This is an optimization exercise on Yosys and OpenROAD, whose aim is small area and a short achievable clock period, not a production implementation. The RTL was checked by simulation tests, not by an equivalence proof against the original design. No driver is modelled on the clock port, so clocking that relies on it looks cheaper here than on a real chip. No activity file was given, so power comes from the tool's default toggle rates.

==> flow/design.v <==
`default_nettype none
package frameReadoutPkg;
	localparam int NumChan = 5;
	localparam int FrameWords = 18;
	localparam int AdrWidth = 5;
	localparam int ChanWidth = 3;
	localparam int DataWidth = 8;
	localparam int RingA = 16;
	localparam int RingB = 2;
	localparam int SlotWidth = 8;
	localparam logic [SlotWidth-1:0] SlotFirst = 8'd199;  
	localparam logic [SlotWidth-1:0] SlotLast = 8'd166;   
	localparam logic [AdrWidth-1:0] WordLast = AdrWidth'(FrameWords - 1);
endpackage
`default_nettype wire
`timescale 1ns/1ns
`default_nettype none
module strobeSync (
	input logic clk,
	input logic rst,
	input logic [frameReadoutPkg::NumChan-1:0] strobe,
	input logic [frameReadoutPkg::NumChan-1:0] grant,
	output logic [frameReadoutPkg::NumChan-1:0] pending
);
	logic [frameReadoutPkg::NumChan-1:0] syncA;
	logic [frameReadoutPkg::NumChan-1:0] syncB;
	logic [frameReadoutPkg::NumChan-1:0] strobePrev;
	logic [frameReadoutPkg::NumChan-1:0] rise;
	assign rise = syncB & ~strobePrev;
	always_ff @(posedge clk or negedge rst) begin
		if (!rst) begin
			syncA <= '0;
			syncB <= '0;
			strobePrev <= '0;
			pending <= '0;
		end else begin
			syncA <= strobe;
			syncB <= syncA;
			strobePrev <= syncB;  
			pending <= (pending & ~grant) | rise;
		end
	end
endmodule
`default_nettype wire
`timescale 1ns/1ns
`default_nettype none
module readSequencer (
	input logic clk,
	input logic rst,
	input logic [frameReadoutPkg::NumChan-1:0] pending,
	output logic [frameReadoutPkg::NumChan-1:0] grant,
	output logic busy,
	output logic [frameReadoutPkg::SlotWidth-1:0] slotCnt,
	output logic [frameReadoutPkg::AdrWidth-1:0] wordCnt,
	output logic [frameReadoutPkg::NumChan-1:0] chanSel
);
	logic reading;
	logic [frameReadoutPkg::NumChan-1:0] lowest;
	logic slotEnd;
	assign lowest = pending & (~pending + 1'b1);
	assign grant = reading ? '0 : lowest;  
	assign busy = reading;
	assign slotEnd = (slotCnt == frameReadoutPkg::SlotLast);
	always_ff @(posedge clk or negedge rst) begin
		if (!rst) begin
			reading <= 1'b0;
		end else if (!reading) begin
			reading <= |pending;
		end else if (slotEnd && (wordCnt == frameReadoutPkg::WordLast)) begin
			reading <= 1'b0;  
		end
	end
	always_ff @(posedge clk) begin
		if (!reading) begin
			slotCnt <= frameReadoutPkg::SlotFirst;
			wordCnt <= '0;
			chanSel <= lowest;
		end else if (slotEnd) begin
			slotCnt <= frameReadoutPkg::SlotFirst;
			wordCnt <= wordCnt + 1'b1;
		end else begin
			slotCnt <= slotCnt + 1'b1;
		end
	end
endmodule
`default_nettype wire
`timescale 1ns/1ns
`default_nettype none
module frameBuffer (
	input logic clk,
	input logic wrEn,
	input logic [frameReadoutPkg::ChanWidth-1:0] wrChan,
	input logic [frameReadoutPkg::AdrWidth-1:0] wrAdr,
	input logic [frameReadoutPkg::DataWidth-1:0] wrData,
	input logic [frameReadoutPkg::NumChan-1:0] rdChan,  
	input logic [frameReadoutPkg::AdrWidth-1:0] rdAdr,
	input logic [frameReadoutPkg::SlotWidth-1:0] slotCnt,
	output logic [frameReadoutPkg::DataWidth-1:0] byteOutN  
);
	localparam int NC = frameReadoutPkg::NumChan;
	localparam int DW = frameReadoutPkg::DataWidth;
	localparam int RA = frameReadoutPkg::RingA;
	localparam int RB = frameReadoutPkg::RingB;
	logic [DW-1:0] ringA [NC][RA];
	logic [DW-1:0] ringB [NC][RB];
	logic [3:0] phase;
	logic [NC-1:0] wrSel;
	logic [NC-1:0] wrSelN;
	logic [3:0] posHi;
	logic [3:0] posHiN;
	logic [3:0] posLo;
	logic [3:0] posLoN;
	logic [RB-1:0] posB;
	logic [RB-1:0] posBN;
	logic [DW-1:0] wrByte;
	logic [DW-1:0] wrByteN;
	logic fwdHit;
	logic [DW-1:0] dataRegN;
	logic adrOk;
	logic [NC-1:0] chanDec;
	logic [3:0] adrLo;    
	logic [3:0] adrHi;    
	logic [3:0] phaseLo;  
	logic [3:0] phaseHi;  
	logic borrow;
	logic [3:0] hiSame;   
	logic [3:0] hiNext;
	logic [3:0] loNext;
	logic [RB-1:0] bNext;
	logic capPre;
	logic fwdWin;
	logic [NC-1:0] tapSelA;
	logic [NC-1:0] tapSelB;
	logic [DW-1:0] tapRawN;
	logic [DW-1:0] ring0 [NC][RA+RB];  
	logic [DW-1:0] ringD [NC][RA+RB];
	assign adrOk = ~wrAdr[4] | (wrAdr[3:1] == 3'd0);
	always_comb begin
		for (int c = 0; c < NC; c++) begin
			chanDec[c] = (wrChan == frameReadoutPkg::ChanWidth'(c));
		end
		for (int i = 0; i < 4; i++) begin
			adrLo[i] = (wrAdr[1:0] == 2'(i));
			adrHi[i] = (wrAdr[3:2] == 2'(i));
			phaseLo[i] = (phase[1:0] == 2'(i));
			phaseHi[i] = (phase[3:2] == 2'(i));
		end
	end
	always_comb begin
		borrow = 1'b0;
		for (int j = 0; j < 4; j++) begin
			for (int k = 0; k < j; k++) begin
				borrow = borrow | (adrLo[j] & phaseLo[k]);
			end
		end
		for (int i = 0; i < 4; i++) begin
			loNext[i] = 1'b0;
			hiSame[i] = 1'b0;
			for (int j = 0; j < 4; j++) begin
				loNext[i] = loNext[i] | (adrLo[j] & phaseLo[(j + i) % 4]);
				hiSame[i] = hiSame[i] | (adrHi[j] & phaseHi[(j + i) % 4]);
			end
		end
		for (int i = 0; i < 4; i++) begin
			hiNext[i] = ~wrAdr[4] & (borrow ? hiSame[(i + 1) % 4] : hiSame[i]);
		end
		for (int q = 0; q < RB; q++) begin
			bNext[q] = wrAdr[4] & ((wrAdr[0] ^ phase[0]) == 1'(q));
		end
	end
	assign capPre = slotCnt[7] & slotCnt[6] & (slotCnt[5] ^ slotCnt[4]);  
	assign fwdWin = capPre & ~(slotCnt == 8'd239);
	always_ff @(posedge clk) begin
		phase <= phase + 1'b1;
		wrSel <= chanDec & {NC{wrEn & adrOk}};
		wrSelN <= ~(chanDec & {NC{wrEn & adrOk}});
		posHi <= hiNext;
		posHiN <= ~hiNext;
		posLo <= loNext;
		posLoN <= ~loNext;
		posB <= bNext;
		posBN <= ~bNext;
		wrByte <= wrData;
		wrByteN <= ~wrData;
		fwdHit <= wrEn & fwdWin & ((chanDec & rdChan) != '0) & (wrAdr == rdAdr);
	end
	always_comb begin
		for (int c = 0; c < NC; c++) begin
			for (int p = 0; p < RA; p++) begin
				ring0[c][p] = ringA[c][p];
			end
			for (int q = 0; q < RB; q++) begin
				ring0[c][RA + q] = ringB[c][q];
			end
		end
	end
	for (genvar c = 0; c < NC; c++) begin : g_chan
		for (genvar p = 0; p < RA + RB; p++) begin : g_place
			logic hit;
			logic miss;
			logic [DW-1:0] prev;
			logic [DW-1:0] wr;
			if (p < RA) begin : g_a
				assign hit = ~(wrSelN[c] | posHiN[p / 4] | posLoN[p % 4]);
				assign miss = ~(wrSel[c] & posHi[p / 4] & posLo[p % 4]);
				assign prev = ring0[c][(p + RA - 1) % RA];
			end else begin : g_b
				assign hit = ~(wrSelN[c] | posBN[p - RA]);
				assign miss = ~(wrSel[c] & posB[p - RA]);
				assign prev = ring0[c][RA + ((p - RA) ^ 1)];
			end
			assign wr = (p % 2 == 1) ? wrByte : wrByteN;
			assign ringD[c][p] = ~((prev | {DW{hit}}) & ({DW{miss}} | wr));
		end
	end
	always_ff @(posedge clk) begin
		for (int c = 0; c < NC; c++) begin
			for (int p = 0; p < RA; p++) begin
				ringA[c][p] <= ringD[c][p];
			end
			for (int q = 0; q < RB; q++) begin
				ringB[c][q] <= ringD[c][RA + q];
			end
		end
	end
	always_ff @(posedge clk) begin
		tapSelA <= rdChan & {NC{capPre & ~rdAdr[4] & (rdAdr[3:0] == phase)}};
		tapSelB <= rdChan & {NC{capPre & rdAdr[4] & (rdAdr[0] == phase[0])}};
	end
	always_comb begin
		tapRawN = '0;
		for (int c = 0; c < NC; c++) begin
			tapRawN = tapRawN | (ringA[c][15] & {DW{tapSelA[c]}}) | (ringB[c][1] & {DW{tapSelB[c]}});
		end
	end
	always_ff @(posedge clk) begin
		if (fwdHit) begin
			dataRegN <= wrByteN;
		end else if ((tapSelA | tapSelB) != '0) begin
			dataRegN <= tapRawN;
		end
	end
	assign byteOutN = dataRegN;
endmodule
`default_nettype wire
`timescale 1ns/1ns
`default_nettype none
module uartTx (
	input logic clk,
	input logic rst,
	input logic reading,
	input logic [frameReadoutPkg::SlotWidth-1:0] slotCnt,
	input logic [frameReadoutPkg::DataWidth-1:0] byteInN,  
	output logic txd
);
	logic [3:0] bitNo;
	logic txdLow;  
	assign bitNo = slotCnt[7:4];
	always_ff @(posedge clk or negedge rst) begin
		if (!rst) begin
			txdLow <= 1'b0;  
		end else if (!reading) begin
			txdLow <= 1'b0;
		end else if (bitNo[3]) begin
			txdLow <= (bitNo == 4'd15);
		end else begin
			txdLow <= byteInN[bitNo[2:0]];  
		end
	end
	assign txd = ~txdLow;
endmodule
`default_nettype wire
`timescale 1ns/1ns
`default_nettype none
module frameReadout (
	input logic clk,
	input logic rst,
	input logic [frameReadoutPkg::NumChan-1:0] strobe,
	input logic wrEn,
	input logic [frameReadoutPkg::ChanWidth-1:0] wrChan,
	input logic [frameReadoutPkg::AdrWidth-1:0] wrAdr,
	input logic [frameReadoutPkg::DataWidth-1:0] wrData,
	output logic txd,
	output logic busy
);
	logic [frameReadoutPkg::NumChan-1:0] pending;
	logic [frameReadoutPkg::NumChan-1:0] grant;
	logic [frameReadoutPkg::DataWidth-1:0] byteOutN;
	logic [frameReadoutPkg::SlotWidth-1:0] slotCnt;
	logic [frameReadoutPkg::AdrWidth-1:0] wordCnt;
	logic [frameReadoutPkg::NumChan-1:0] chanSel;
	strobeSync i_strobeSync (
		.clk(clk),
		.rst(rst),
		.strobe(strobe),
		.grant(grant),
		.pending(pending)
	);
	readSequencer i_readSequencer (
		.clk(clk),
		.rst(rst),
		.pending(pending),
		.grant(grant),
		.busy(busy),
		.slotCnt(slotCnt),
		.wordCnt(wordCnt),
		.chanSel(chanSel)
	);
	frameBuffer i_frameBuffer (
		.clk(clk),
		.wrEn(wrEn),
		.wrChan(wrChan),
		.wrAdr(wrAdr),
		.wrData(wrData),
		.rdChan(chanSel),
		.rdAdr(wordCnt),
		.slotCnt(slotCnt),
		.byteOutN(byteOutN)
	);
	uartTx i_uartTx (
		.clk(clk),
		.rst(rst),
		.reading(busy),
		.slotCnt(slotCnt),
		.byteInN(byteOutN),
		.txd(txd)
	);
endmodule
`default_nettype wire
==> flow/flow/run.sh <==
#!/bin/bash
set -euo pipefail
here=$(pwd)
res=$here/orfs/results/sky130hd/frameReadout/base
bash standard.sh cts > standard_cts.log 2>&1
CTS_ODB=$res/4_cts.odb OUT_ODB=$res/4_cts.odb openroad -no_init -exit flow/unroot.tcl > unroot.log 2>&1
bash standard.sh finish > standard_finish.log 2>&1
==> flow/flow/unroot.tcl <==
# Drop the clock tree's root buffer and let the clock port drive its loads, when they are few.
set db_file $::env(CTS_ODB)
read_db $db_file
set block [ord::get_db_block]
set port_net [[$block findBTerm clk] getNet]
set loads {}
foreach it [$port_net getITerms] { lappend loads $it }
puts "clock port loads: [llength $loads]"
if {[llength $loads] == 1} {
  set root [[lindex $loads 0] getInst]
  set out_net ""
  foreach it [$root getITerms] {
    if {[$it isOutputSignal]} { set out_net [$it getNet] }
  }
  set subs {}
  foreach it [$out_net getITerms] { if {[$it isInputSignal]} { lappend subs $it } }
  puts "root [$root getName] ([[$root getMaster] getName]) drives [llength $subs] pins"
  if {[llength $subs] <= 4} {
    foreach it $subs { $it disconnect; $it connect $port_net }
    odb::dbInst_destroy $root
    odb::dbNet_destroy $out_net
    puts "root buffer removed"
    write_db $::env(OUT_ODB)
  }
}
==> flow/standard.sh <==
#!/bin/bash
# synth_recipe.tcl (not shown) runs the flow's synth.tcl, then flattens the netlist and writes it again
# the make line also repeats each setting of config.mk as NAME=value (left out here)
make -C /OpenROAD-flow-scripts/flow DESIGN_CONFIG=/design/flow/config.mk WORK_HOME=/design/flow/orfs CLKGATE_MAP_FILE= SYNTH_SCRIPT=/design/flow/synth_recipe.tcl "${@:-finish}"
==> flow/config.mk <==
export PLATFORM = sky130hd
export DESIGN_NAME = frameReadout
export DESIGN_NICKNAME = frameReadout
export VERILOG_FILES = /design/flow/design.v
export SDC_FILE = /design/flow/constraint.sdc
export NUM_CORES = 4
export LEC_CHECK = 0
export CAP_MARGIN = 20
export CORE_MARGIN = 2
export CORE_UTILIZATION = 40
export CTS_BUF_LIST = sky130_fd_sc_hd__clkbuf_8 sky130_fd_sc_hd__clkbuf_16
export CTS_CLUSTER_DIAMETER = 60
export CTS_CLUSTER_SIZE = 20
export SETUP_SLACK_MARGIN = 3.1
export SLEW_MARGIN = 20
==> flow/constraint.sdc <==
create_clock -name core_clock -period 5.0 [get_ports {clk}]
set_input_delay 1.0000 -clock core_clock [delete_from_list [all_inputs] [get_ports {clk}]]
set_output_delay 1.0000 -clock core_clock [all_outputs]
set_load 0.01 [all_outputs]
==> results of run 1 <==
==> routing by layer <==
metal	routed length (um)	share of wire, %
met1	31600	42
met2	33700	45
met3	6880	9.2
met4	2750	3.7
met5	0	0
==> cell families (layout without fill, tap and decap cells) <==
| kind of cell | after synthesis | after routing | share of synthesized area (%) |
|---|---|---|---|
| buf+inv | 187 | 163 | 3.04 |
| simple gates | 284 | 284 | 6.64 |
| compound gates | 796 | 796 | 20.4 |
| mux | 16 | 16 | 0.801 |
| xor+xnor | 26 | 26 | 0.916 |
| fa+ha+maj | 10 | 10 | 0.503 |
| flops | 829 | 829 | 67.8 |
==> flip-flops by register name, summed over array words and instances (netlist names), 8 cells and up <==
| name | count |
|---|---|
| i_frameBuffer.dataRegN | 8 |
| i_frameBuffer.ringA | 640 |
| i_frameBuffer.ringB | 80 |
| i_frameBuffer.wrByte | 8 |
| i_frameBuffer.wrByteN | 8 |
| i_readSequencer.slotCnt | 8 |
==> stage by stage <==
step | hold slack [ns] | utilization (%) | setup WS [ns]
floorplan | 0.331 | - | 3.07
global placement | 0.341 | 41.9 | 2.35
detailed placement | 0.338 | 41.9 | 2.33
CTS | 0.361 | 44.5 | 2.81
global route | 0.364 | 44.6 | 3.00
finish | 0.359 | 44.6 | 3.04
==> path summary, 6_finish.rpt <==
check                                        start                          to  slack [ns]  depth (start not counted)
max                        i_readSequencer.reading                        busy        3.04                          1
min                          i_strobeSync.syncA[3]       i_strobeSync.syncB[3]        0.36                          0
max reg2reg                i_frameBuffer.posLoN[2]  i_frameBuffer.ringA[70][3]        3.07                          3
min reg2reg                  i_strobeSync.syncA[3]       i_strobeSync.syncB[3]        0.36                          0
max in group asynchronous                      rst     i_readSequencer.reading        3.28                          1
min in group asynchronous                      rst  i_strobeSync.strobePrev[2]        1.10                          1
==> layout make-up <==
cell class / count / area [sq um]
Clock buffer: 55 / 1350
Clock inverter: 16 / 175
Fill cell: 5626 / 34100
Inverter: 36 / 135
Multi-Input combinational cell: 1132 / 7420
Sequential cell: 829 / 16900
Tap cell: 837 / 1050
Timing Repair Buffer: 56 / 474
==> repair_timing <==
action,in CTS,in global routing
setup buffers,1,0
setup endpoints to repair,139,140
pin swaps,0,1
resized for setup,30,31
==> placed cells by master, fill, tap and decap left out, types with 6 or more instances in the layout <==
master | synthesis | routed
ha_1 | 10 | 10
inv_1 | 34 | 38
o21ai_0 | 11 | 11
nor2_1 | 30 | 30
and2_1 | 12 | 12
nand4_1 | 10 | 10
nand2_1 | 38 | 38
a221oi_1 | 8 | 8
nor4_1 | 6 | 6
o22ai_1 | 720 | 720
clkdlybuf4s50_1 | 0 | 16
clkbuf_16 | 0 | 53
dfrtp_1 | 22 | 21
a22oi_1 | 24 | 24
buf_4 | 1 | 31
dfxtp_2 | 0 | 27
xnor2_1 | 17 | 17
nor3_2 | 47 | 71
dfxtp_1 | 794 | 766
nand3_1 | 84 | 84
mux2_2 | 11 | 11
a22o_1 | 8 | 8
xor2_1 | 9 | 9
nor3_1 | 37 | 11
edfxtp_1 | 13 | 13
==> power by group <==
part / switching, mW / total (mW) / internal (mW)
Combinational: 0.550 / 0.908 / 0.358
Clock: 2.13 / 4.18 / 2.06
Sequential: 0.327 / 7.43 / 7.10
Total: 3.00 / 12.5 / 9.52
==> flow_summary_export.csv, run 1 <==
group,metric,value,unit
place,dp_hpwl,41300,um
clock_network,clock_sinks,829,
grt,grt_use_met3,4.59,%
sta,post-route-period-util,39.2,%
drt,wl_per_cell,25.3,um
clock_network,postCtsHoldBufs,0,
power_and_ir_drop,ir_drop,262,uV
floorplanning,ioPinCount,26,
grt,grt_pass1_vias,18064,
critical_path,worst-path-max-fanout,2,
synth,synth_top_area_share,64.0,%
grt,grt_pass1_wl,113000,um
critical_path,crit_path_start_kind,"flop",
synth,synth_area_leaders,"dfxtp_1 (64%), o22ai_1 (18%), dfrtp_1 (2.2%), nor3_2 (1.9%), nand3_1 (1.7%)",
clock_network,clock_path_buffers,3,
floorplanning,die_height,253,um
synth,synth-seq-area-share,67.8,%
place,finalWeightedCongestion,0.878,
place,portBuffers,25,
drt,drt_iter0_drc,1656,
grt,grt.met2_usage,36.7,%
grt,grt_usage,23.0,%
synth,synth_most_common_cell,"dfxtp_1",
synth,synth_area,0.0249,sq mm
drt,via_count,18016,
sta,grt_setup_unrepaired,"yes",
critical_path,cp_cell_sequence,"buf_6",
critical_path,crit_slowest_cell,"dfrtp_2",
power_and_ir_drop,p_leak,10.1,nW
clock_network,cts_root_buf,"clkbuf_16",
final_layout,layout.nets,2139,
final_layout,drive_gt1_share,10.8,%
floorplanning,die_area,0.0641,sq mm
drt,drc,0,
clock_network,clk_pin_slew,0.08,ns
synth,async_flop_share,2.65,%
sta,fmax,510,MHz
critical_path,worstSetupPathType,"flop to primary output",
sta,setup_tns,0,ns
hold_path,min_path_type,"flop to flop",
final_layout,postLayoutCellArea,0.0275,sq mm
floorplanning,rows,91,
sta,timing.final.crit_period,1.96,ns
synth,synth.top_cells.by_count,"dfxtp_1 (794), o22ai_1 (720), clkbuf_1 (99), nand3_1 (84), nor3_2 (47)",
place,place_area,0.0258,sq mm
drt,ant_nets,0,
clock_network,cts_tree,"done",
grt,overflow,0,
floorplanning,core,0.0616,sq mm
drt,drt_pass1_iterations,5,
critical_path,crit_path_end_kind,"primary output",
final_layout,final_cells,2961,
synth,synthFlopType,"dfxtp_1",
critical_path,critPathBufInv,1,
final_layout,area_delta_synth_final,10.6,%
grt,antenna_found_initial,0,
synth,yosysWarnings,8,
drt,wl,74900,um
clock_network,cts_max_level,2,
critical_path,critPathTopFamily,"flip-flops",
floorplanning,start_util,40.3,%
synth,synth_edf_count,13,
flow_run,max_cap_violations,0,
synth,synth_top_cell_by_area,"dfxtp_1",
final_layout,diodes,0,
place,dp_cells,2889,
sta,slew_headroom,23.3,%
synth,synthCells,2148,
run_status,status,"no timing/DRC/antenna violations",
sta,slew_viol_final,0,
synth,synth.distinct_cells,52,
synth,ys_ff_latch,829,
grt,grt_util_met1,30.7,%
power_and_ir_drop,p_per_area,456,mW/mm^2
drt,via_per_inst,6.08,
critical_path,crit_required,4.00,ns
clock_network,cts_buffers,51,
sta,tightest_slew,1.15,ns
grt,top_usage_layer,"met2",
sta,fin_skew,0.0326,ns
power_and_ir_drop,finalPower,12.5,mW
sta,setup_violations,0,
synth,postSynthAreaPerCell,11.6,sq um
critical_path,arrival,0.96,ns
floorplanning,die_w,253,um
critical_path,slowest_delay,0.43,ns
sta,hold_viol_final,0,
clock_network,clock_latency,0.43,ns
grt,grt_max_degree,47,
synth,synthesis.nets,2182,
==> run 2, diff against run 1 <==
--- a/flow/config.mk
+++ b/flow/config.mk
@@ -12,4 +12,4 @@
 export CTS_CLUSTER_DIAMETER = 60
 export CTS_CLUSTER_SIZE = 20
-export SETUP_SLACK_MARGIN = 3.1
+export SETUP_SLACK_MARGIN = 3.0
 export SLEW_MARGIN = 20
==> flow_summary_export.csv, run 2 <==
group,metric,value,unit
clock_network,cts_max_level,2,
flow_run,max_cap_violations,0,
clock_network,postCtsHoldBufs,0,
synth,yosysWarnings,8,
floorplanning,die_height,253,um
sta,setup_violations,0,
critical_path,arrival,2.31,ns
synth,synth_top_area_share,64.0,%
grt,antenna_found_initial,0,
clock_network,clock_sinks,829,
synth,synth_top_family_by_area,"compound AO/OA/AOI/OAI gates",
place,finalWeightedCongestion,0.854,
final_layout,final_cell_mix,"dfxtp_1 (769), o22ai_1 (720), nand3_1 (84), nor3_2 (60), clkbuf_16 (53)",
synth,synth_xor_area_share,0.916,%
synth,synth_simple_gate_area_share,6.64,%
grt,grt_pass1_wl,111000,um
final_layout,utilization,44.5,%
floorplanning,ioPinCount,26,
final_layout,diodes,0,
critical_path,crit_path_end_kind,"flop",
clock_network,clk_pin_slew,0.08,ns
critical_path,crit_path_start_kind,"flop",
floorplanning,rows,91,
final_layout,area_delta_synth_final,10.3,%
clock_network,cts_tree,"done",
place,dp_cells,2885,
sta,fin_skew,0.0318,ns
synth,synthesis.nets,2182,
place,dp_hpwl,41200,um
sta,slew_headroom,28.8,%
grt,grt_pass1_vias,17605,
final_layout,drive_gt1_share,9.84,%
sta,slew_viol_final,0,
synth,synth_most_common_cell,"dfxtp_1",
synth,async_flop_share,2.65,%
grt,grt_usage,22.8,%
critical_path,worstSetupPathType,"flop to flop",
sta,hold_viol_final,0,
clock_network,cts_root_buf,"clkbuf_16",
drt,via_per_inst,6.07,
sta,timing.final.crit_period,2.04,ns
synth,synth-compound-area-share,20.4,%
floorplanning,start_util,40.3,%
final_layout,layout.nets,2137,
critical_path,crit_required,5.27,ns
sta,timing.hold.ws,0.348,ns
critical_path,worst-path-max-fanout,12,
floorplanning,die_area,0.0641,sq mm
floorplanning,core,0.0616,sq mm
synth,synth_top_cell_by_area,"dfxtp_1",
sta,tightest_slew,1.07,ns
clock_network,clock_path_buffers,3,
run_status,status,"no timing/DRC/antenna violations",
drt,drt_iter0_drc,1945,
synth,postSynthAreaPerCell,11.6,sq um
power_and_ir_drop,p_per_area,459,mW/mm^2
synth,synth_area,0.0249,sq mm
synth,synth_area_leaders,"dfxtp_1 (64%), o22ai_1 (18%), dfrtp_1 (2.2%), nor3_2 (1.9%), nand3_1 (1.7%)",
grt,grt_max_degree,47,
sta,grt_setup_unrepaired,"yes",
synth,synthFlopType,"dfxtp_1",
drt,drc,0,
final_layout,top_regs,"i_frameBuffer.ringA: 640 flops, i_frameBuffer.ringB: 80 flops",
synth,synth-seq-area-share,67.8,%
sta,post-route-period-util,40.8,%
synth,synthAdderAreaFrac,0.503,%
sta,fmax,490,MHz
synth,synth_edf_count,13,
final_layout,fill_cells,5604,
synth,synthCells,2148,
drt,drt_pass1_iterations,5,
place,portBuffers,25,
clock_network,clock_latency,0.43,ns
power_and_ir_drop,ir_drop,311,uV
synth,muxShareOfSynthArea,0.801,%
clock_network,cts_buffers,52,
grt,overflow,0,
synth,ys_ff_latch,829,
drt,ant_nets,0,
synth,synth.top_cells.by_count,"dfxtp_1 (794), o22ai_1 (720), clkbuf_1 (99), nand3_1 (84), nor3_2 (47)",
synth,synth.distinct_cells,52,
floorplanning,die_w,253,um
sta,setup_tns,0,ns
drt,wl_per_cell,25.1,um
power_and_ir_drop,p_leak,10.1,nW
final_layout,largest_reg_flops,640,
hold_path,min_path_type,"flop to flop",
final_layout,final_cells,2962,
final_layout,top_register,"i_frameBuffer.ringA",
drt,via_count,17968,
drt,wl,74300,um
final_layout,mostFrequentLayoutCell,"dfxtp_1",
## run 2: critical path, cell delays in order (launching register included)
cell and delay (ns):
dfxtp_1 0.62, buf_4 0.39, nor3_1 0.64, o22ai_1 0.23
## run 2: timing repair
action | in CTS | in global routing
pin swaps | 0 | 1
endpoints found under the setup margin | 50 | 87
setup buffers | 1 | 0
endpoints found under the hold margin | 0 | 0
cloned | 0 | 0
gates resized for setup | 19 | 17
## run 2: path summary, 6_finish.rpt
path,start,end,slack (ns),cells after the start
max,i_frameBuffer.posLoN[2],i_frameBuffer.ringA[30][6],2.96,3
min,i_strobeSync.syncA[1],i_strobeSync.syncB[1],0.35,0
max reg2reg,i_frameBuffer.posLoN[2],i_frameBuffer.ringA[30][6],2.96,3
min reg2reg,i_strobeSync.syncA[1],i_strobeSync.syncB[1],0.35,0
max in group asynchronous,rst,i_readSequencer.reading,3.30,1
min in group asynchronous,rst,i_strobeSync.syncB[1],1.09,1
## run 2: area by class of cell
| class | count | area, sq um | area share, % |
|---|---|---|---|
| Clock buffer | 54 | 1340 | 4.89 |
| Sequential cell | 829 | 16900 | 61.5 |
| Timing Repair Buffer | 53 | 465 | 1.70 |
| Clock inverter | 21 | 226 | 0.826 |
| Multi-Input combinational cell | 1132 | 7340 | 26.8 |
| Tap cell | 837 | 1050 | 3.82 |
| Inverter | 36 | 135 | 0.493 |
## run 2: report_power, final
group          leakage (nW)  internal [mW]  switching [mW]  total (mW)
sequential             7.03           7.10           0.349        7.45
clock                 0.788           2.06            2.17        4.24
combinational          2.32          0.357           0.531       0.887
## run 2: cells by family (layout without fill, tap and decap cells)
family | after synthesis | after routing
simple gates | 284 | 284
buf+inv | 187 | 164
xor+xnor | 26 | 26
compound gates | 796 | 796
flops | 829 | 829
fa+ha+maj | 10 | 10
mux | 16 | 16
## run 2: per-stage QoR
stage                     setup slack, ns  power [mW]  cell area, sq um
after floorplan                      3.01        8.01             24900
after global placement               2.36        8.44             25800
after detailed placement             2.27        8.46             25800
after CTS                            2.80        12.7             27400
after global routing                 2.88        13.0             27400
final                                2.96        12.6             27400
## run 2: metal layers
layer,global-route usage [%],vias up,routed length (um)
met3,4.99,172,6990
met5,0,-,0
li1,-,8129,-
met2,36.3,868,33600
met4,7.76,0,2400
met1,30.6,8799,31300
==> run 3, diff against run 2 <==
--- a/flow/config.mk
+++ b/flow/config.mk
@@ -12,4 +12,4 @@
 export CTS_CLUSTER_DIAMETER = 60
 export CTS_CLUSTER_SIZE = 20
-export SETUP_SLACK_MARGIN = 3.0
+export SETUP_SLACK_MARGIN = 3.3
 export SLEW_MARGIN = 20
==> flow_summary_export.csv, run 3 <==
group,metric,value,unit
run_status,status,"no timing/DRC/antenna violations",
power_and_ir_drop,internal_power,9.52,mW
synth,synth_edf_count,13,
final_layout,layout.nets,2138,
sta,slew_headroom,37.4,%
synth,yosysWarnings,8,
power_and_ir_drop,ir_drop,326,uV
clock_network,cts_tree,"done",
clock_network,cts_buffers,51,
power_and_ir_drop,pwr-share-comb,7.4,%
final_layout,mostFrequentLayoutCell,"dfxtp_1",
synth,synthFlopType,"dfxtp_1",
power_and_ir_drop,p_switching,3.02,mW
synth,synth-seq-area-share,67.8,%
final_layout,utilization,44.8,%
floorplanning,rows,91,
final_layout,top_regs,"i_frameBuffer.ringA: 640 flops, i_frameBuffer.ringB: 80 flops",
synth,synth_area_leaders,"dfxtp_1 (64%), o22ai_1 (18%), dfrtp_1 (2.2%), nor3_2 (1.9%), nand3_1 (1.7%)",
sta,slew_viol_final,0,
critical_path,crit_path_end_kind,"primary output",
final_layout,area_delta_synth_final,11.1,%
power_and_ir_drop,switching_share,24.1,%
synth,synth.top_cells.by_count,"dfxtp_1 (794), o22ai_1 (720), clkbuf_1 (99), nand3_1 (84), nor3_2 (47)",
final_layout,largest_reg_flops,640,
sta,fin_skew,0.0303,ns
drt,drc,0,
synth,synth.distinct_cells,52,
clock_network,cts_max_level,2,
critical_path,worst-path-max-fanout,1,
hold_path,min_path_type,"flop to flop",
floorplanning,die_w,253,um
sta,grt_setup_unrepaired,"yes",
place,dp_hpwl,40200,um
synth,synthCells,2148,
synth,synthesis.nets,2182,
critical_path,crit_slowest_cell,"dfrtp_1",
sta,fmax,514,MHz
synth,ys_ff_latch,829,
power_and_ir_drop,finalPower,12.5,mW
critical_path,slowest_delay,0.37,ns
power_and_ir_drop,p_per_area,454,mW/mm^2
drt,drt_pass1_iterations,6,
drt,ant_nets,0,
critical_path,r2r_cells,2,
final_layout,drive_gt1_share,12.2,%
place,finalWeightedCongestion,0.863,
critical_path,worstSetupPathType,"flop to primary output",
drt,via_count,17971,
floorplanning,core,0.0616,sq mm
grt,grt_max_degree,47,
synth,synth_top_area_share,64.0,%
sta,post-route-period-util,38.9,%
clock_network,clock_sinks,829,
final_layout,diodes,0,
sta,setup_tns,0,ns
grt,antenna_found_initial,2,
sta,hold_viol_final,0,
drt,wl_per_cell,25.2,um
critical_path,cp_cell_sequence,"inv_1 > buf_2",
clock_network,clk_pin_slew,0.07,ns
synth,synth_top_cell_by_area,"dfxtp_1",
clock_network,clock_latency,0.43,ns
final_layout,final_cell_mix,"dfxtp_1 (756), o22ai_1 (720), nand3_1 (84), nor3_2 (80), clkbuf_16 (52)",
sta,setup_violations,0,
grt,grt_pass1_wl,111000,um
clock_network,postCtsHoldBufs,0,
place,place_area,0.0258,sq mm
critical_path,crit_required,4.00,ns
critical_path,crit_path_start_kind,"flop",
sta,timing.hold.ws,0.352,ns
grt,grt_usage,22.9,%
power_and_ir_drop,seqPwrFrac,59.1,%
flow_run,max_cap_violations,0,
grt,grt_pass1_vias,17980,
floorplanning,start_util,40.3,%
synth,synth_most_common_cell,"dfxtp_1",
floorplanning,die_area,0.0641,sq mm
sta,tightest_slew,0.939,ns
drt,wl,74600,um
sta,timing.final.crit_period,1.94,ns
clock_network,clock_path_buffers,3,
place,portBuffers,25,
floorplanning,die_height,253,um
final_layout,regArea,0.0169,sq mm
critical_path,arrival,0.94,ns
power_and_ir_drop,p_clk_share,33.5,%
synth,postSynthAreaPerCell,11.6,sq um
grt,overflow,0,
final_layout,postLayoutCellArea,0.0276,sq mm
final_layout,top_register,"i_frameBuffer.ringA",
power_and_ir_drop,p_leak,10.1,nW
drt,drt_iter0_drc,2169,
floorplanning,ioPinCount,26,
final_layout,multiInputGateArea,0.00751,sq mm
final_layout,fill_cells,5644,
synth,synth_area,0.0249,sq mm
hold_path,min_path_cells,0,
drt,via_per_inst,6.07,
synth,async_flop_share,2.65,%
clock_network,cts_root_buf,"clkbuf_16",
## run 3: metrics by stage
stage	instances	setup WS, ns
final	2962	3.06
after floorplan	2148	3.10
after global placement	2888	2.40
after global routing	2962	3.00
after detailed placement	2888	2.35
after CTS	2963	2.82
## run 3: final timing paths
path                                                  end                      from  slack [ns]
worst max-delay path                                  txd           i_uartTx.txdLow        3.06
worst min-delay path                i_strobeSync.syncB[0]     i_strobeSync.syncA[0]        0.35
worst max register to register  i_frameBuffer.dataRegN[1]  i_frameBuffer.wrByteN[1]        3.35
worst min register to register      i_strobeSync.syncB[0]     i_strobeSync.syncA[0]        0.35
max in group asynchronous         i_readSequencer.reading                       rst        3.70
min in group asynchronous           i_strobeSync.syncA[2]                       rst        0.69
## run 3: layout make-up
type	count	share of cell area (%)
sequential	829	61.2
tap	837	3.79
clock buffer	55	4.86
clock inverter	18	0.703
multi-input combinational	1132	27.2
timing repair buffer	55	1.67
inverter	36	0.490
## run 3: kinds of logic after synthesis
| logic type | Yosys count | synth area share [%] |
|---|---|---|
| buf+inv | 187 | 3.04 |
| mux | 16 | 0.801 |
| flops | 829 | 67.8 |
| compound gates | 796 | 20.4 |
| simple gates | 284 | 6.64 |
| fa+ha+maj | 10 | 0.503 |
| xor+xnor | 26 | 0.916 |
## run 3: worst max-delay path, delay by kind of cell, from the launching register on
family,cells,cell delay (ns)
flops,1,0.37
buf+inv,2,0.17
## run 3: layer usage
metal	track usage [%]	vias up	share of wire, %
li1	-	8143	-
met1	30.1	8750	42
met2	36.7	874	45
met3	4.87	200	8.9
met4	9.35	4	3.9
met5	0	-	0.036
## run 3: power by group through the flow
stage	clock network (mW)	logic [mW]	registers, mW
after floorplan	0	0.629	7.39
after global placement	0	0.870	7.55
after detailed placement	0	0.888	7.55
after CTS	4.35	0.900	7.40
after global routing	4.49	0.987	7.46
final	4.20	0.924	7.41
## run 3: repair_timing
action                                  CTS  global route
endpoints found under the setup margin  433           294
pin swaps                                 1             4
resized for setup                        53            53
buffers inserted                          1             0
==> run 4, diff against run 3 <==
--- a/flow/config.mk
+++ b/flow/config.mk
@@ -12,4 +12,4 @@
 export CTS_CLUSTER_DIAMETER = 60
 export CTS_CLUSTER_SIZE = 20
-export SETUP_SLACK_MARGIN = 3.3
+export SETUP_SLACK_MARGIN = 3.2
 export SLEW_MARGIN = 20
==> flow_summary_export.csv, run 4 <==
group,metric,value,unit
power_and_ir_drop,pwr-share-comb,7.1,%
place,dp_hpwl,39600,um
critical_path,crit_slowest_cell,"dfrtp_1",
sta,fmax,513,MHz
drt,via_per_inst,6.06,
synth,synthFlopType,"dfxtp_1",
clock_network,cts_buffers,51,
grt,overflow,0,
synth,synth-seq-area-share,67.8,%
clock_network,clock_sinks,829,
critical_path,r2r_cells,2,
flow_run,max_cap_violations,0,
synth,synthesis.nets,2182,
critical_path,worstSetupPathType,"flop to primary output",
drt,drt_pass1_iterations,5,
clock_network,postCtsHoldBufs,0,
power_and_ir_drop,seqPwrFrac,59.2,%
final_layout,regArea,0.0169,sq mm
critical_path,slowest_delay,0.38,ns
place,portBuffers,25,
critical_path,ff2ff_setup_slack,3.21,ns
hold_path,min_path_cells,0,
final_layout,multiInputGateArea,0.00747,sq mm
place,finalWeightedCongestion,0.864,
floorplanning,die_area,0.0641,sq mm
floorplanning,rows,91,
sta,tightest_slew,1.10,ns
synth,synth_area_leaders,"dfxtp_1 (64%), o22ai_1 (18%), dfrtp_1 (2.2%), nor3_2 (1.9%), nand3_1 (1.7%)",
final_layout,drive_gt1_share,11.2,%
grt,grt_pass1_wl,111000,um
power_and_ir_drop,p_per_area,456,mW/mm^2
floorplanning,die_w,253,um
clock_network,clock_latency,0.42,ns
grt,antenna_found_initial,1,
power_and_ir_drop,p_leak,10.1,nW
sta,grt_setup_unrepaired,"yes",
clock_network,cts_root_buf,"clkbuf_16",
final_layout,fill_cells,5629,
critical_path,cp_cell_sequence,"inv_1 > buf_2",
drt,drc,0,
clock_network,cts_max_level,2,
critical_path,crit_path_end_kind,"primary output",
run_status,status,"no timing/DRC/antenna violations",
critical_path,critPathTopFamily,"flip-flops",
synth,synth_top_area_share,64.0,%
power_and_ir_drop,p_clk_share,33.7,%
power_and_ir_drop,switching_share,23.9,%
synth,synth_top_cell_by_area,"dfxtp_1",
synth,synth_area,0.0249,sq mm
sta,slew_viol_final,0,
sta,post-route-period-util,39.0,%
final_layout,final_cell_mix,"dfxtp_1 (764), o22ai_1 (720), nand3_1 (84), nor3_2 (79), clkbuf_16 (51)",
critical_path,arrival,0.95,ns
floorplanning,start_util,40.3,%
final_layout,diodes,0,
sta,setup_tns,0,ns
final_layout,area_delta_synth_final,10.7,%
hold_path,worstHoldStart,"i_strobeSync.syncA[4]",
sta,setup_violations,0,
critical_path,r2r_start,"i_frameBuffer.wrByteN[0]",
final_layout,mostFrequentLayoutCell,"dfxtp_1",
clock_network,cts_tree,"done",
synth,synthCells,2148,
critical_path,timing.rr.end,"i_frameBuffer.dataRegN[0]",
final_layout,top_register,"i_frameBuffer.ringA",
drt,wl,74100,um
power_and_ir_drop,internal_power,9.54,mW
critical_path,crit_required,4.00,ns
drt,wl_per_cell,25.0,um
final_layout,layout.nets,2135,
sta,hold_viol_final,0,
synth,synth_most_common_cell,"dfxtp_1",
floorplanning,ioPinCount,26,
final_layout,top_regs,"i_frameBuffer.ringA: 640 flops, i_frameBuffer.ringB: 80 flops",
synth,ys_ff_latch,829,
critical_path,crit_path_start_kind,"flop",
power_and_ir_drop,ir_drop,380,uV
final_layout,utilization,44.7,%
synth,async_flop_share,2.65,%
hold_path,min_path_type,"flop to flop",
sta,timing.final.crit_period,1.95,ns
clock_network,clock_path_buffers,3,
final_layout,largest_reg_flops,640,
synth,synth.top_cells.by_count,"dfxtp_1 (794), o22ai_1 (720), clkbuf_1 (99), nand3_1 (84), nor3_2 (47)",
synth,synth_edf_count,13,
critical_path,critPathBufInv,2,
drt,drt_iter0_drc,2072,
clock_network,clk_pin_slew,0.08,ns
floorplanning,core,0.0616,sq mm
sta,fin_skew,0.0197,ns
power_and_ir_drop,p_switching,3.00,mW
sta,slew_headroom,26.8,%
synth,yosysWarnings,8,
synth,postSynthAreaPerCell,11.6,sq um
grt,grt_pass1_vias,17793,
floorplanning,die_height,253,um
grt,grt_max_degree,47,
hold_path,hold_end,"i_strobeSync.syncB[4]",
critical_path,worst-path-max-fanout,1,
drt,ant_nets,0,
synth,synth.distinct_cells,52,
critical_path,crit_start,"i_uartTx.txdLow",
drt,via_count,17933,
grt,grt_usage,22.7,%
-- run 4: cell counts after synthesis --
Identical to the previous run, type by type.
-- run 4: area by class of cell --
class / count / share of cell area [%]
sequential: 829 / 61.4
clock inverter: 20 / 0.873
clock buffer: 52 / 4.69
tap: 837 / 3.81
multi-input combinational: 1132 / 27.1
timing repair buffer: 52 / 1.58
inverter: 36 / 0.491
-- run 4: worst max-delay path by stage --
stage / end / slack, ns / cells past startpoint
final: txd / 3.05 / 2
after global routing: txd / 3.01 / 2
after floorplan: i_frameBuffer.wrSelN[4] / 3.10 / 4
after CTS: txd / 2.82 / 2
after global placement: i_frameBuffer.posHiN[0] / 2.41 / 5
after detailed placement: i_frameBuffer.posHiN[0] / 2.34 / 5
-- run 4: power groups by stage --
stage | logic (mW) | clock network [mW] | registers [mW]
after floorplan | 0.629 | 0 | 7.39
after global placement | 0.849 | 0 | 7.56
after detailed placement | 0.864 | 0 | 7.57
after CTS | 0.867 | 4.36 | 7.42
after global routing | 0.950 | 4.54 | 7.47
final | 0.891 | 4.22 | 7.43
-- run 4: timing repair --
action / 4_1_cts / 5_1_grt
gates resized for setup: 23 / 56
setup buffers: 1 / 0
pin swaps: 0 / 2
endpoints found under the hold margin: 0 / 0
endpoints found under the setup margin: 38 / 439
-- run 4: logic make-up (layout without fill, tap and decap cells) --
group | after synthesis | count (layout) | synth area share, %
adder cells (fa/ha/maj) | 10 | 10 | 0.503
buffers and inverters | 187 | 160 | 3.04
multiplexers | 16 | 16 | 0.801
AND/OR/NAND/NOR | 284 | 284 | 6.64
XOR/XNOR | 26 | 26 | 0.916
flip-flops | 829 | 829 | 67.8
AO/OA/AOI/OAI | 796 | 796 | 20.4
-- run 4: metrics by stage --
stage	instance area (sq um)	instances	hold slack [ns]	power (mW)	setup WS, ns
CTS	27400	2959	0.360	12.6	2.82
finish	27500	2958	0.357	12.5	3.05
floorplan	24900	2148	0.331	8.02	3.10
global placement	25800	2885	0.336	8.41	2.41
global route	27500	2958	0.372	13.0	3.01
detailed placement	25800	2885	0.338	8.43	2.34
-- run 4: metal layers --
| layer | GRT usage [%] | vias up | wire [um] |
|---|---|---|---|
| met5 | 0 | - | 10 |
| met4 | 9.54 | 2 | 2640 |
| met3 | 4.21 | 182 | 5860 |
| met2 | 35.9 | 816 | 33700 |
| met1 | 30.4 | 8811 | 31800 |
| li1 | - | 8122 | - |
==> run 5, diff against run 4 <==
--- a/flow/config.mk
+++ b/flow/config.mk
@@ -9,7 +9,7 @@
 export CORE_MARGIN = 2
 export CORE_UTILIZATION = 40
-export CTS_BUF_LIST = sky130_fd_sc_hd__clkbuf_8 sky130_fd_sc_hd__clkbuf_16
-export CTS_CLUSTER_DIAMETER = 60
-export CTS_CLUSTER_SIZE = 20
+export CTS_BUF_LIST = sky130_fd_sc_hd__clkbuf_16
+export CTS_CLUSTER_DIAMETER = 80
+export CTS_CLUSTER_SIZE = 35
 export SETUP_SLACK_MARGIN = 3.2
 export SLEW_MARGIN = 20
==> flow_summary_export.csv, run 5 <==
group,metric,value,unit
grt,grt_pass1_vias,17461,
synth,yosysWarnings,8,
critical_path,crit_path_end_kind,"primary output",
grt,grt_pass1_wl,109000,um
synth,synth-seq-area-share,67.8,%
critical_path,crit_required,4.00,ns
sta,hold_viol_final,0,
grt,grt_max_degree,47,
sta,setup_violations,0,
sta,post-route-period-util,40.7,%
flow_run,max_cap_violations,0,
floorplanning,die_height,253,um
clock_network,clock_latency,0.49,ns
hold_path,min_path_type,"flop to flop",
grt,overflow,0,
critical_path,cp_cell_sequence,"buf_6",
critical_path,critPathTopFamily,"flip-flops",
grt,grt_usage,22.3,%
sta,timing.final.crit_period,2.04,ns
critical_path,critical_path_depth,1,
grt,antenna_found_initial,0,
sta,grt_setup_unrepaired,"yes",
place,dp_hpwl,39600,um
critical_path,critPathBufInv,1,
synth,synth_top_cell_by_area,"dfxtp_1",
critical_path,worstSetupPathType,"flop to primary output",
place,dp_cells,2885,
synth,synth_area_leaders,"dfxtp_1 (64%), o22ai_1 (18%), dfrtp_1 (2.2%), nor3_2 (1.9%), nand3_1 (1.7%)",
sta,timing.hold.ws,0.367,ns
synth,async_flop_share,2.65,%
synth,synthFlopType,"dfxtp_1",
power_and_ir_drop,p_per_area,423,mW/mm^2
final_layout,area_delta_synth_final,7.85,%
final_layout,diodes,0,
final_layout,final_cells,2927,
clock_network,clock_path_buffers,3,
drt,wl,73000,um
sta,fin_skew,0.0184,ns
drt,drt_iter0_drc,1860,
clock_network,cts_max_level,1,
run_status,status,"no timing/DRC/antenna violations",
drt,drc,0,
final_layout,final_cell_mix,"dfxtp_1 (762), o22ai_1 (720), nand3_1 (84), nor3_2 (79), nand2_1 (38)",
synth,synth.top_cells.by_count,"dfxtp_1 (794), o22ai_1 (720), clkbuf_1 (99), nand3_1 (84), nor3_2 (47)",
drt,ant_nets,0,
place,portBuffers,25,
final_layout,mostFrequentLayoutCell,"dfxtp_1",
floorplanning,die_area,0.0641,sq mm
sta,fmax,491,MHz
floorplanning,start_util,40.3,%
critical_path,slowest_delay,0.44,ns
critical_path,worst-path-max-fanout,2,
drt,via_per_inst,6.03,
synth,synthCells,2148,
power_and_ir_drop,ir_drop,289,uV
final_layout,drive_gt1_share,9.90,%
final_layout,top_regs,"i_frameBuffer.ringA: 640 flops, i_frameBuffer.ringB: 80 flops",
floorplanning,die_w,253,um
final_layout,largest_reg_flops,640,
power_and_ir_drop,p_leak,9.77,nW
critical_path,arrival,1.04,ns
clock_network,cts_buffers,29,
sta,slew_viol_final,0,
drt,via_count,17658,
drt,drt_pass1_iterations,8,
clock_network,cts_tree,"done",
synth,synth_edf_count,13,
floorplanning,core,0.0616,sq mm
sta,slew_headroom,28.8,%
drt,wl_per_cell,24.9,um
synth,ys_ff_latch,829,
critical_path,r2r_cells,2,
final_layout,postLayoutCellArea,0.0268,sq mm
synth,synth_area,0.0249,sq mm
final_layout,fill_cells,5688,
synth,synth_top_area_share,64.0,%
final_layout,utilization,43.5,%
clock_network,clock_sinks,829,
place,finalWeightedCongestion,0.864,
floorplanning,rows,91,
synth,synth.distinct_cells,52,
synth,synthesis.nets,2182,
sta,tightest_slew,1.07,ns
critical_path,crit_path_start_kind,"flop",
place,place_area,0.0258,sq mm
final_layout,layout.nets,2113,
clock_network,clk_pin_slew,0.12,ns
synth,synth_most_common_cell,"dfxtp_1",
sta,setup_tns,0,ns
clock_network,cts_root_buf,"clkbuf_16",
final_layout,top_register,"i_frameBuffer.ringA",
critical_path,crit_slowest_cell,"dfrtp_2",
clock_network,postCtsHoldBufs,0,
synth,postSynthAreaPerCell,11.6,sq um
floorplanning,ioPinCount,26,
hold_path,min_path_cells,0,
run 5: cell counts after synthesis:
No cell type changed its count.
run 5: cell type report:
| cell class | instances | area, sq um | area share, % |
|---|---|---|---|
| Sequential cell | 829 | 16900 | 63.0 |
| Clock buffer | 28 | 701 | 2.61 |
| Inverter | 36 | 135 | 0.504 |
| Timing Repair Buffer | 52 | 442 | 1.65 |
| Multi-Input combinational cell | 1132 | 7470 | 27.9 |
| Clock inverter | 13 | 114 | 0.425 |
| Tap cell | 837 | 1050 | 3.91 |
run 5: power by group:
part,switching [mW],leakage (nW),internal (mW)
sequential,0.328,7.04,7.11
clock,1.95,0.411,1.07
combinational,0.530,2.32,0.359
run 5: cell families (layout without fill, tap and decap cells):
group / after synthesis / after routing / synth area share, %
AO/OA/AOI/OAI: 796 / 796 / 20.4
XOR/XNOR: 26 / 26 / 0.916
adder cells (fa/ha/maj): 10 / 10 / 0.503
buffers and inverters: 187 / 129 / 3.04
flip-flops: 829 / 829 / 67.8
multiplexers: 16 / 16 / 0.801
AND/OR/NAND/NOR: 284 / 284 / 6.64
run 5: worst paths after layout:
check,slack (ns),endpoint,from
min,0.37,i_strobeSync.syncB[2],i_strobeSync.syncA[2]
max in group asynchronous,3.77,i_readSequencer.reading,rst
min in group asynchronous,0.62,i_strobeSync.syncA[2],rst
max reg2reg,3.22,i_frameBuffer.dataRegN[0],i_frameBuffer.wrByteN[0]
min reg2reg,0.37,i_strobeSync.syncB[2],i_strobeSync.syncA[2]
max,2.96,busy,i_readSequencer.reading
run 5: metal layers:
layer	global-route usage (%)	up-vias	routed length, um
li1	-	8060	-
met1	30.2	8595	31300
met2	35.8	840	33600
met3	3.75	163	5820
met4	8.06	0	2310
met5	0	-	0
run 5: timing repair:
item                                    in CTS  in global routing
endpoints found under the setup margin      46                404
resized for setup                           25                 52
setup buffers                                1                  0
pin swaps                                    0                  3
endpoints found under the hold margin        0                  0
run 5: metrics by stage:
stage | setup slack [ns] | power [mW]
2_1_floorplan | 3.10 | 8.02
3_3_place_gp | 2.41 | 8.41
3_5_place_dp | 2.34 | 8.43
4_1_cts | 2.80 | 11.4
5_1_grt | 2.93 | 11.7
6_report | 2.96 | 11.3
==> run 6, diff against run 5 <==
--- a/flow/config.mk
+++ b/flow/config.mk
@@ -11,5 +11,5 @@
 export CTS_BUF_LIST = sky130_fd_sc_hd__clkbuf_16
 export CTS_CLUSTER_DIAMETER = 80
-export CTS_CLUSTER_SIZE = 35
+export CTS_CLUSTER_SIZE = 30
 export SETUP_SLACK_MARGIN = 3.2
 export SLEW_MARGIN = 20
==> flow_summary_export.csv, run 6 <==
group,metric,value,unit
run_status,status,"no timing/DRC/antenna violations",
floorplanning,start_util,40.3,%
grt,grt_util_met1,30.1,%
final_layout,layout.nets,2118,
power_and_ir_drop,p_clk_share,27.8,%
synth,synth.distinct_cells,52,
drt,drc,0,
grt,grt_use_met3,4.62,%
floorplanning,rows,91,
critical_path,timing.rr.end,"i_frameBuffer.dataRegN[0]",
critical_path,crit_path_start_kind,"flop",
synth,synth_area,0.0249,sq mm
place,place_area,0.0258,sq mm
synth,synth_top_cell_by_area,"dfxtp_1",
place,portBuffers,25,
synth,synthCells,2148,
critical_path,worstSetupPathType,"flop to primary output",
final_layout,largest_reg_flops,640,
place,dp_hpwl,39600,um
drt,drt_pass1_iterations,8,
final_layout,postLayoutCellArea,0.0269,sq mm
final_layout,area_delta_synth_final,8.28,%
clock_network,cts_tree,"done",
sta,timing.hold.ws,0.364,ns
sta,slew_headroom,30.4,%
critical_path,ff2ff_setup_slack,3.19,ns
sta,grt_setup_unrepaired,"yes",
drt,wl,73300,um
grt,grt_pass1_vias,17507,
clock_network,postCtsHoldBufs,0,
sta,timing.final.crit_period,1.94,ns
power_and_ir_drop,internal_power,8.73,mW
synth,synthFlopType,"dfxtp_1",
synth,synth_edf_count,13,
drt,drt_iter0_drc,1683,
grt,antenna_found_initial,1,
power_and_ir_drop,seqPwrFrac,64.4,%
critical_path,critical_path_depth,1,
floorplanning,ioPinCount,26,
final_layout,drive_gt1_share,10.1,%
power_and_ir_drop,finalPower,11.5,mW
critical_path,r2r_start,"i_frameBuffer.wrByteN[0]",
synth,synthesis.nets,2182,
clock_network,cts_root_buf,"clkbuf_16",
floorplanning,core,0.0616,sq mm
power_and_ir_drop,pwr-share-comb,7.7,%
grt,overflow,0,
final_layout,top_regs,"i_frameBuffer.ringA: 640 flops, i_frameBuffer.ringB: 80 flops",
place,place_ws,2.34,ns
synth,async_flop_share,2.65,%
sta,fmax,516,MHz
final_layout,mostFrequentLayoutCell,"dfxtp_1",
critical_path,slowest_delay,0.43,ns
critical_path,crit_slowest_cell,"dfrtp_2",
sta,slew_viol_final,0,
sta,fin_skew,0.0306,ns
critical_path,worst-path-max-fanout,2,
floorplanning,die_height,253,um
sta,setup_violations,0,
grt,grt_usage,22.5,%
clock_network,clock_latency,0.41,ns
sta,hold_viol_final,0,
clock_network,clk_pin_slew,0.10,ns
critical_path,endpoint,"busy",
sta,setup_tns,0,ns
grt,grt_pass1_wl,109000,um
grt,grt_max_degree,47,
power_and_ir_drop,ir_drop,272,uV
critical_path,crit_start,"i_readSequencer.reading",
sta,tightest_slew,1.04,ns
power_and_ir_drop,switching_share,24.3,%
synth,synth-seq-area-share,67.8,%
drt,via_per_inst,6.04,
synth,synth.top_cells.by_count,"dfxtp_1 (794), o22ai_1 (720), clkbuf_1 (99), nand3_1 (84), nor3_2 (47)",
critical_path,critPathBufInv,1,
critical_path,cp_cell_sequence,"buf_6",
power_and_ir_drop,p_leak,9.82,nW
synth,synth_top_area_share,64.0,%
power_and_ir_drop,p_switching,2.80,mW
synth,synth_area_leaders,"dfxtp_1 (64%), o22ai_1 (18%), dfrtp_1 (2.2%), nor3_2 (1.9%), nand3_1 (1.7%)",
floorplanning,die_area,0.0641,sq mm
final_layout,final_cell_mix,"dfxtp_1 (762), o22ai_1 (720), nand3_1 (84), nor3_2 (79)",
grt,grt.met2_usage,35.6,%
sta,post-route-period-util,38.7,%
critical_path,arrival,0.94,ns
critical_path,r2r_cells,2,
grt,top_usage_layer,"met2",
clock_network,cts_max_level,2,
synth,postSynthAreaPerCell,11.6,sq um
critical_path,crit_required,4.00,ns
synth,yosysWarnings,8,
synth,ys_ff_latch,829,
synth,synth_most_common_cell,"dfxtp_1",
critical_path,crit_path_end_kind,"primary output",
hold_path,min_path_type,"flop to flop",
critical_path,critPathTopFamily,"flip-flops",
flow_run,max_cap_violations,0,
clock_network,clock_sinks,829,
place,finalWeightedCongestion,0.864,
sta,fin_ws,3.06,ns
drt,ant_nets,0,
drt,via_count,17696,
floorplanning,die_w,253,um
final_layout,top_register,"i_frameBuffer.ringA",
power_and_ir_drop,p_per_area,429,mW/mm^2
clock_network,clock_path_buffers,3,
drt,wl_per_cell,25.0,um
final_layout,diodes,0,
clock_network,cts_buffers,34,
[run 6: cell counts after synthesis]
No cell type changed its count.
[run 6: how the worst min path moves through the flow]
| stage | start | endpoint | slack (ns) | cells past startpoint |
|---|---|---|---|---|
| 4_1_cts | i_strobeSync.syncA[0] | i_strobeSync.syncB[0] | 0.37 | 0 |
| 5_1_grt | i_strobeSync.syncA[1] | i_strobeSync.syncB[1] | 0.38 | 0 |
| 6_report | i_strobeSync.syncA[4] | i_strobeSync.syncB[4] | 0.36 | 0 |
| 3_5_place_dp | i_strobeSync.syncA[0] | i_strobeSync.syncB[0] | 0.34 | 0 |
| 2_1_floorplan | i_strobeSync.syncA[0] | i_strobeSync.syncB[0] | 0.33 | 0 |
| 3_3_place_gp | i_strobeSync.syncA[4] | i_strobeSync.syncB[4] | 0.34 | 0 |
[run 6: per-layer routing]
metal,up-vias,part of all wire [%]
li1,8082,-
met1,8611,43
met2,817,46
met3,184,8.1
met4,2,3.5
met5,-,0.031
[run 6: worst register-to-register path: cells and delay by family (launching register included)]
kind                   cells  cell delay (ns)
DFF                        1             0.82
buffers and inverters      1             0.60
muxes                      1             0.27
[run 6: what timing repair did]
item,4_1_cts,5_1_grt
resized for setup,24,56
buffers inserted,1,0
endpoints found under the setup margin,46,509
pin swaps,0,2
[run 6: power groups by stage]
stage	sequential, mW	combinational, mW	clock (mW)
6_report	7.43	0.892	3.21
5_1_grt	7.48	0.952	3.49
4_1_cts	7.42	0.867	3.34
3_5_place_dp	7.57	0.864	0
3_3_place_gp	7.56	0.849	0
2_1_floorplan	7.39	0.629	0
[run 6: stage by stage]
stage | util [%] | instances
3_3_place_gp | 41.9 | 2885
4_1_cts | 43.5 | 2932
5_1_grt | 43.7 | 2931
3_5_place_dp | 41.9 | 2885
2_1_floorplan | - | 2148
6_report | 43.7 | 2931
[run 6: final cells by class]
type,count,area [sq um]
fillers,5675,34700
multi-input cells,1132,7470
repair buffers,52,434
inverters,36,135
well taps,837,1050
flip-flops and latches,829,16900
clock buffers,34,851
clock inverters,11,76.3
[run 6: cells by family after synthesis]
group                    after synthesis  share of synthesized area [%]
adder cells (fa/ha/maj)               10                          0.503
AND/OR/NAND/NOR                      284                           6.64
buffers and inverters                187                           3.04
AO/OA/AOI/OAI                        796                           20.4
multiplexers                          16                          0.801
XOR/XNOR                              26                          0.916
flip-flops                           829                           67.8
==> run 7, diff against run 6 <==
--- a/flow/config.mk
+++ b/flow/config.mk
@@ -12,4 +12,4 @@
 export CTS_CLUSTER_DIAMETER = 80
 export CTS_CLUSTER_SIZE = 30
-export SETUP_SLACK_MARGIN = 3.2
+export SETUP_SLACK_MARGIN = 3.3
 export SLEW_MARGIN = 20
==> flow_summary_export.csv, run 7 <==
group,metric,value,unit
grt,grt_usage,22.7,%
power_and_ir_drop,p_leak,9.91,nW
place,portBuffers,25,
grt,grt_pass1_vias,17727,
floorplanning,ioPinCount,26,
synth,postSynthAreaPerCell,11.6,sq um
critical_path,crit_start,"i_uartTx.txdLow",
critical_path,worstSetupPathType,"flop to primary output",
clock_network,clock_sinks,829,
drt,drt_iter0_drc,1853,
critical_path,crit_path_end_kind,"primary output",
sta,slew_viol_final,0,
floorplanning,die_area,0.0641,sq mm
synth,synthesis.nets,2182,
critical_path,crit_path_start_kind,"flop",
sta,fmax,513,MHz
synth,yosysWarnings,8,
grt,grt_pass1_wl,111000,um
clock_network,cts_tree,"done",
drt,wl_per_cell,25.2,um
power_and_ir_drop,p_per_area,436,mW/mm^2
critical_path,crit_required,4.00,ns
synth,synth-seq-area-share,67.8,%
final_layout,mostFrequentLayoutCell,"dfxtp_1",
critical_path,arrival,0.95,ns
floorplanning,die_height,253,um
critical_path,critPathBufInv,2,
final_layout,postLayoutCellArea,0.0272,sq mm
synth,synth_most_common_cell,"dfxtp_1",
critical_path,r2r_cells,4,
synth,synth_top_area_share,64.0,%
sta,grt_setup_unrepaired,"yes",
clock_network,cts_buffers,36,
critical_path,cp_cell_sequence,"inv_1 > buf_2",
synth,synth_area_leaders,"dfxtp_1 (64%), o22ai_1 (18%), dfrtp_1 (2.2%), nor3_2 (1.9%), nand3_1 (1.7%)",
hold_path,worstHoldStart,"i_strobeSync.syncA[2]",
final_layout,top_register,"i_frameBuffer.ringA",
drt,ant_nets,0,
place,place_ws,2.35,ns
synth,ys_ff_latch,829,
drt,via_count,17840,
final_layout,drive_gt1_share,11.3,%
critical_path,slowest_delay,0.38,ns
clock_network,clock_path_buffers,3,
place,place_area,0.0258,sq mm
power_and_ir_drop,ir_drop,334,uV
grt,grt_max_degree,47,
synth,synth_top_cell_by_area,"dfxtp_1",
sta,tightest_slew,0.927,ns
clock_network,cts_max_level,2,
sta,slew_headroom,38.2,%
synth,synth_edf_count,13,
final_layout,area_delta_synth_final,9.30,%
clock_network,clk_pin_slew,0.10,ns
critical_path,worst-path-max-fanout,1,
final_layout,final_cell_mix,"dfxtp_1 (756), o22ai_1 (720), nand3_1 (84), nor3_2 (80), nand2_1 (38)",
flow_run,max_cap_violations,0,
sta,post-route-period-util,39.0,%
synth,synthCells,2148,
synth,async_flop_share,2.65,%
drt,drt_pass1_iterations,5,
sta,hold_viol_final,0,
final_layout,layout.nets,2123,
place,finalWeightedCongestion,0.863,
floorplanning,die_w,253,um
critical_path,critical_path_depth,2,
clock_network,cts_root_buf,"clkbuf_16",
floorplanning,start_util,40.3,%
grt,overflow,0,
drt,wl,74200,um
hold_path,min_path_cells,0,
critical_path,r2r_start,"i_frameBuffer.tapSelA[1]",
sta,setup_violations,0,
clock_network,postCtsHoldBufs,0,
synth,synthFlopType,"dfxtp_1",
critical_path,critPathTopFamily,"flip-flops",
drt,via_per_inst,6.07,
critical_path,crit_slowest_cell,"dfrtp_1",
place,dp_hpwl,40200,um
sta,setup_tns,0,ns
final_layout,top_regs,"i_frameBuffer.ringA: 640 flops, i_frameBuffer.ringB: 80 flops",
hold_path,min_path_type,"flop to flop",
power_and_ir_drop,finalPower,11.9,mW
sta,timing.final.crit_period,1.95,ns
run_status,status,"no timing/DRC/antenna violations",
synth,synth_area,0.0249,sq mm
synth,synth.top_cells.by_count,"dfxtp_1 (794), o22ai_1 (720), clkbuf_1 (99), nand3_1 (84), nor3_2 (47)",
clock_network,clock_latency,0.41,ns
sta,fin_skew,0.0260,ns
sta,fin_ws,3.05,ns
grt,antenna_found_initial,2,
synth,synth.distinct_cells,52,
floorplanning,rows,91,
final_layout,largest_reg_flops,640,
sta,timing.hold.ws,0.363,ns
drt,drc,0,
floorplanning,core,0.0616,sq mm
## run 7: cell counts after synthesis
No cell type changed its count.
## run 7: report_power, final
group | total (mW) | switching, mW | internal, mW
Clock | 3.51 | 2.04 | 1.47
Sequential | 7.42 | 0.309 | 7.11
Combinational | 0.924 | 0.562 | 0.362
## run 7: kinds of logic (layout without fill, tap and decap cells)
logic type / after synthesis / after routing / share of synthesized area, %
simple gates: 284 / 284 / 6.64
mux: 16 / 16 / 0.801
fa+ha+maj: 10 / 10 / 0.503
buf+inv: 187 / 142 / 3.04
other cells: 0 / 1 / 0
flops: 829 / 829 / 67.8
compound gates: 796 / 796 / 20.4
xor+xnor: 26 / 26 / 0.916
## run 7: worst paths after layout
path,to,slack [ns]
setup / recovery,txd,3.05
setup reg to reg,i_frameBuffer.dataRegN[4],3.32
max in group asynchronous,i_readSequencer.reading,3.70
hold / removal,i_strobeSync.syncB[2],0.36
min in group asynchronous,i_readSequencer.reading,0.70
hold reg to reg,i_strobeSync.syncB[2],0.36
## run 7: repair_timing
item / in CTS / in global routing
gates cloned: 0 / 0
endpoints found under the setup margin: 521 / 303
buffers inserted: 1 / 0
endpoints found under the hold margin: 0 / 0
pin swaps: 1 / 5
gates resized for setup: 60 / 49
## run 7: per-layer routing
layer / track usage, % / part of all wire (%)
met5: 0 / 0.036
met4: 8.86 / 3.8
met3: 3.66 / 8.0
met2: 36.8 / 45
met1: 30.5 / 43
## run 7: area by class of cell
cell class / count / area (sq um)
diodes: 1 / 2.50
clock buffers: 36 / 901
clock inverters: 15 / 203
fillers: 5702 / 34400
inverters: 36 / 135
multi-input cells: 1132 / 7510
flip-flops and latches: 829 / 16900
well taps: 837 / 1050
repair buffers: 55 / 460
## run 7: stage by stage
| stage | utilization [%] | instances |
|---|---|---|
| global route | 44.1 | 2940 |
| finish | 44.1 | 2941 |
| CTS | 44.0 | 2941 |
| floorplan | - | 2148 |
| global placement | 41.9 | 2888 |
| detailed placement | 41.9 | 2888 |

==> afterwards: timing with drivers on the ports <==
In the flow no input, the clock included, has a driving cell. The finished layouts below were timed again as built, in two steps. Step 1, drivers: a clkbuf_16 drives clk and a buf_2 each remaining input, both assumed. Step 2 moves the port delays by t, midway between the first and last clock arrival at a register: inputs arrive t later, outputs are due t later. That takes back most of the time a late clock gives input paths. Three values: no drivers, after step 1, after step 2; two values: the first two.
run | shift t [ns] | setup WS [ns] | hold WS [ns] | worst register clock-pin slew, ns | worst data-port slew with drivers (ns)
run 1 | 0.533 | 3.041 / 2.921 / 2.746 | 0.359 / 0.359 / 0.359 | 0.08 / 0.08 | 0.07
run 2 | 0.538 | 2.961 / 2.894 / 2.596 | 0.348 / 0.348 / 0.348 | 0.08 / 0.08 | 0.06
run 3 | 0.540 | 3.056 / 2.932 / 2.870 | 0.352 / 0.352 / 0.352 | 0.08 / 0.08 | 0.05
run 4 | 0.534 | 3.050 / 2.926 / 2.814 | 0.357 / 0.357 / 0.357 | 0.08 / 0.08 | 0.04
run 5 | 0.557 | 2.965 / 2.887 / 2.744 | 0.367 / 0.367 / 0.367 | 0.13 / 0.13 | 0.04
run 6 | 0.514 | 3.063 / 2.939 / 2.817 | 0.364 / 0.364 / 0.364 | 0.11 / 0.11 | 0.05
run 7 | 0.519 | 3.052 / 2.931 / 2.886 | 0.363 / 0.363 / 0.363 | 0.11 / 0.11 | 0.06
After both steps every run listed still meets setup and hold. For run 2, which loses most, drivers alone change the setup slack by -0.067 ns; drivers and shift together by -0.365 ns.
